This is an optimization exercise on Yosys and OpenROAD, whose aim is small area, a short achievable clock period and few clock cycles per item, not a production implementation.

Design subtitle_pixel_src_over_blend_unit, start of the top module:
module subtitle_pixel_src_over_blend_unit #(
  parameter int unsigned MaxCanvasDim = spsob_pkg::MaxCanvasDim
) (
  input  wire logic              clk_i,
  input  wire logic              rst_ni,
  input  wire logic              start,
  output logic                   busy,
  input  wire logic [103:0]      req_i,
  output logic                   done_o,
  output logic [56:0]            res_o,
  input  wire logic              cfg_valid_i,
  output logic                   cfg_ready_o,
  input  wire logic              cfg_index_i,
  input  wire logic [12:0]       cfg_data_i
);
  localparam int unsigned NStg = 7;
  logic [15:0] pos_x, pos_y;
  logic [7:0]  cov, src_t, dst_a;
  logic [23:0] src_c, dst_c;
  assign pos_x = req_i[103:88];
  assign pos_y = req_i[87:72];
  assign cov   = req_i[71:64];
  assign src_c = req_i[63:40];
  assign src_t = req_i[39:32];
  assign dst_a = req_i[31:24];
  assign dst_c = req_i[23:0];
  assign busy        = 1'b0;
  assign cfg_ready_o = 1'b1;
  logic [12:0] wid_q, hgt_q, cfg_clamped;
  assign cfg_clamped = (cfg_data_i > 13'(MaxCanvasDim)) ? 13'(MaxCanvasDim) : cfg_data_i;
  always_ff @(posedge clk_i or negedge rst_ni) begin
    if (!rst_ni) begin
      wid_q <= '0;
      hgt_q <= '0;
    end else if (cfg_valid_i) begin
      if (cfg_index_i == spsob_pkg::CfgIdxWidth) wid_q <= cfg_clamped;
      else                                      hgt_q <= cfg_clamped;
    end
  end
  logic [NStg-1:0] vld_q;
  always_ff @(posedge clk_i or negedge rst_ni) begin
    if (!rst_ni) vld_q <= '0;
    else         vld_q <= {vld_q[NStg-2:0], start};
  end
  assign done_o = vld_q[NStg-1];
  ...
Size in the first run: about 4600 cells after synthesis, roughly 700 flip-flops, about 0.048 mm2 of cells after synthesis.
Settings: LEC_CHECK=0, CAP_MARGIN=20, CORE_MARGIN=2, CORE_UTILIZATION=40, SLEW_MARGIN=20; clock period 24.0 ns.
standard.sh (not shown) runs the stock make flow with config.mk's settings and CLKGATE_MAP_FILE= SYNTH_SCRIPT=/design/flow/synth_recipe.tcl, a recipe that flattens the netlist after the stock synthesis.
==> flow/flow/run.sh <==
#!/bin/bash
# Standard layout flow with these changes:
#  - synthesis runs Yosys's synth with -noabc (the final ABC mapping still runs), so the
#    hand-built adder trees reach the full-adder extraction as written;
#  - port buffers are sky130_fd_sc_hd__buf_2 (every port is still buffered);
#  - larger clock-tree sink clusters;
#  - timing repair aims for SETUP_SLACK_MARGIN ns of setup slack.
set -euo pipefail
sed '1s/yosys synth -nofsm -noshare /yosys synth -nofsm -noshare -noabc /' synth_recipe.tcl > synth_noabc.tcl
grep -q -- '-noabc' synth_noabc.tcl
bash standard.sh SYNTH_SCRIPT="$PWD/synth_noabc.tcl" SETUP_SLACK_MARGIN=17.8 \
  "BUFFER_PORTS_ARGS=-buffer_cell sky130_fd_sc_hd__buf_2" \
  CTS_CLUSTER_SIZE=24 CTS_CLUSTER_DIAMETER=120 CORE_UTILIZATION=60 \
  finish > make_finish.log 2>&1
==> next run, changes <==
--- a/flow/design.v
+++ b/flow/design.v
@@ -1887,54 +1887,53 @@
   end
   logic [15:0] x2;
   logic [7:0]  xq2, xr2, xs2, ia2;
   logic        xc2;
   assign ia2 = ~fa2_q;
   spsob_mul8x8 u_x (.a(da2_q), .b(ia2), .p(x2));
   spsob_c255   u_xc (.l(x2[7:0]), .h(x2[15:8]), .c(xc2));
   assign xs2 = x2[7:0] + x2[15:8];
   assign xq2 = xc2 ? x2[15:8] + 8'd1 : x2[15:8];
   assign xr2 = xc2 ? xs2 + 8'd1 : xs2;
   logic [7:0]  fa3_q, xq3_q, xr3_q;
   logic        we3_q;
-  logic [23:0] idx3_q, df3_q, d3_q;
-  logic [2:0]  ge3_q;
+  logic [23:0] idx3_q, s3_q, d3_q;
   always_ff @(posedge clk_i) begin
     fa3_q  <= fa2_q;
     xq3_q  <= xq2;
     xr3_q  <= xr2;
     we3_q  <= we2_q;
     idx3_q <= we2_q ? idx2_q : 24'd0;
+    s3_q   <= s2_q;
     d3_q   <= d2_q;
-    for (int l = 0; l < 3; l++) begin
-      logic [7:0] s, d;
-      logic [8:0] sd;
-      s  = s2_q[8*l +: 8];
-      d  = d2_q[8*l +: 8];
-      sd = {1'b0, s} - {1'b0, d};
-      ge3_q[l]        <= !sd[8] || !we2_q;
-      df3_q[8*l +: 8] <= sd[8] ? d - s : sd[7:0];
-    end
   end
   logic [7:0]  w3  [3];
+  logic [7:0]  df3 [3];
   logic [7:0]  m3  [3];
+  logic [8:0]  sd3 [3];
+  logic [7:0]  ds3 [3];
+  logic [2:0]  ge3;
   logic [15:0] v3  [3];
   logic        vc3 [3];
   logic [15:0] t3  [3];
   for (genvar l = 0; l < 3; l++) begin : g_s4
-    assign m3[l]  = ge3_q[l] ? d3_q[8*l +: 8] : d3_q[8*l +: 8] - df3_q[8*l +: 8];
-    assign w3[l]  = ge3_q[l] ? fa3_q : xq3_q;
+    assign sd3[l] = {1'b0, s3_q[8*l +: 8]} - {1'b0, d3_q[8*l +: 8]};
+    assign ds3[l] = d3_q[8*l +: 8] - s3_q[8*l +: 8];
+    assign ge3[l] = !sd3[l][8] || !we3_q;
+    assign m3[l]  = ge3[l] ? d3_q[8*l +: 8] : s3_q[8*l +: 8];
+    assign df3[l] = sd3[l][8] ? ds3[l] : sd3[l][7:0];
+    assign w3[l]  = ge3[l] ? fa3_q : xq3_q;
     spsob_mul8x8 u_v (.a(d3_q[8*l +: 8]), .b(xr3_q), .p(v3[l]));
     spsob_c255 u_c (.l(v3[l][7:0]), .h(v3[l][15:8]), .c(vc3[l]));
-    spsob_mac8 u_t (.a(w3[l]), .b(df3_q[8*l +: 8]), .c(v3[l][15:8]), .ci(vc3[l]), .p(t3[l]));
+    spsob_mac8 u_t (.a(w3[l]), .b(df3[l]), .c(v3[l][15:8]), .ci(vc3[l]), .p(t3[l]));
   end
   logic [7:0]  oan4_q;
   logic        we4_q;
   logic [23:0] idx4_q, m4_q;
   logic [47:0] t4_q;
   always_ff @(posedge clk_i) begin
     oan4_q <= ~(fa3_q + xq3_q);
     we4_q  <= we3_q;
     idx4_q <= idx3_q;
     for (int l = 0; l < 3; l++) m4_q[8*l +: 8] <= m3[l];
     for (int l = 0; l < 3; l++) t4_q[16*l +: 16] <= t3[l];
   end
The changed run produced a clean layout.
Area after synthesis is lower by 2.6%.
Worst setup slack is worse by 0.31 ns.
Worst hold slack improved by 0.0042 ns.
Maximum frequency came out lower by 4.7%.
Global-route usage went up by 0.21 points.
Sequential cell count went down by 3.
Count of clock-buffer cells in the layout rises by 1.
Routed wire length rose by 0.43%.
No run of this note included a check of the RTL's function; only the layout flow was run.

what the ideal ports hide:
In the flow no input, the clock included, has a driving cell. The finished layouts below were timed again as built, in two steps.
Step 1 assumes that a clkbuf_16 drives the clock port and a buf_2 every other input.
Step 2, shift: input delay + t, output delay - t, t = (earliest + latest rising clock arrival at the registers) / 2. This alone moves slack from input paths to output paths.
a / b / c = ideal ports / drivers / drivers and shift; a / b = the first two.
| run | t, ns | setup slack, ns | pins driven straight from the clock port |
|---|---|---|---|
| the first run | 0.649 | 17.723 / 17.723 / 17.278 | 1 |
| the second run | 0.658 | 17.410 / 17.410 / 17.336 | 1 |
After both steps every run listed still meets setup and hold. For the first run, which loses most, drivers alone change the setup slack by 0.000 ns; drivers and shift together by -0.445 ns.
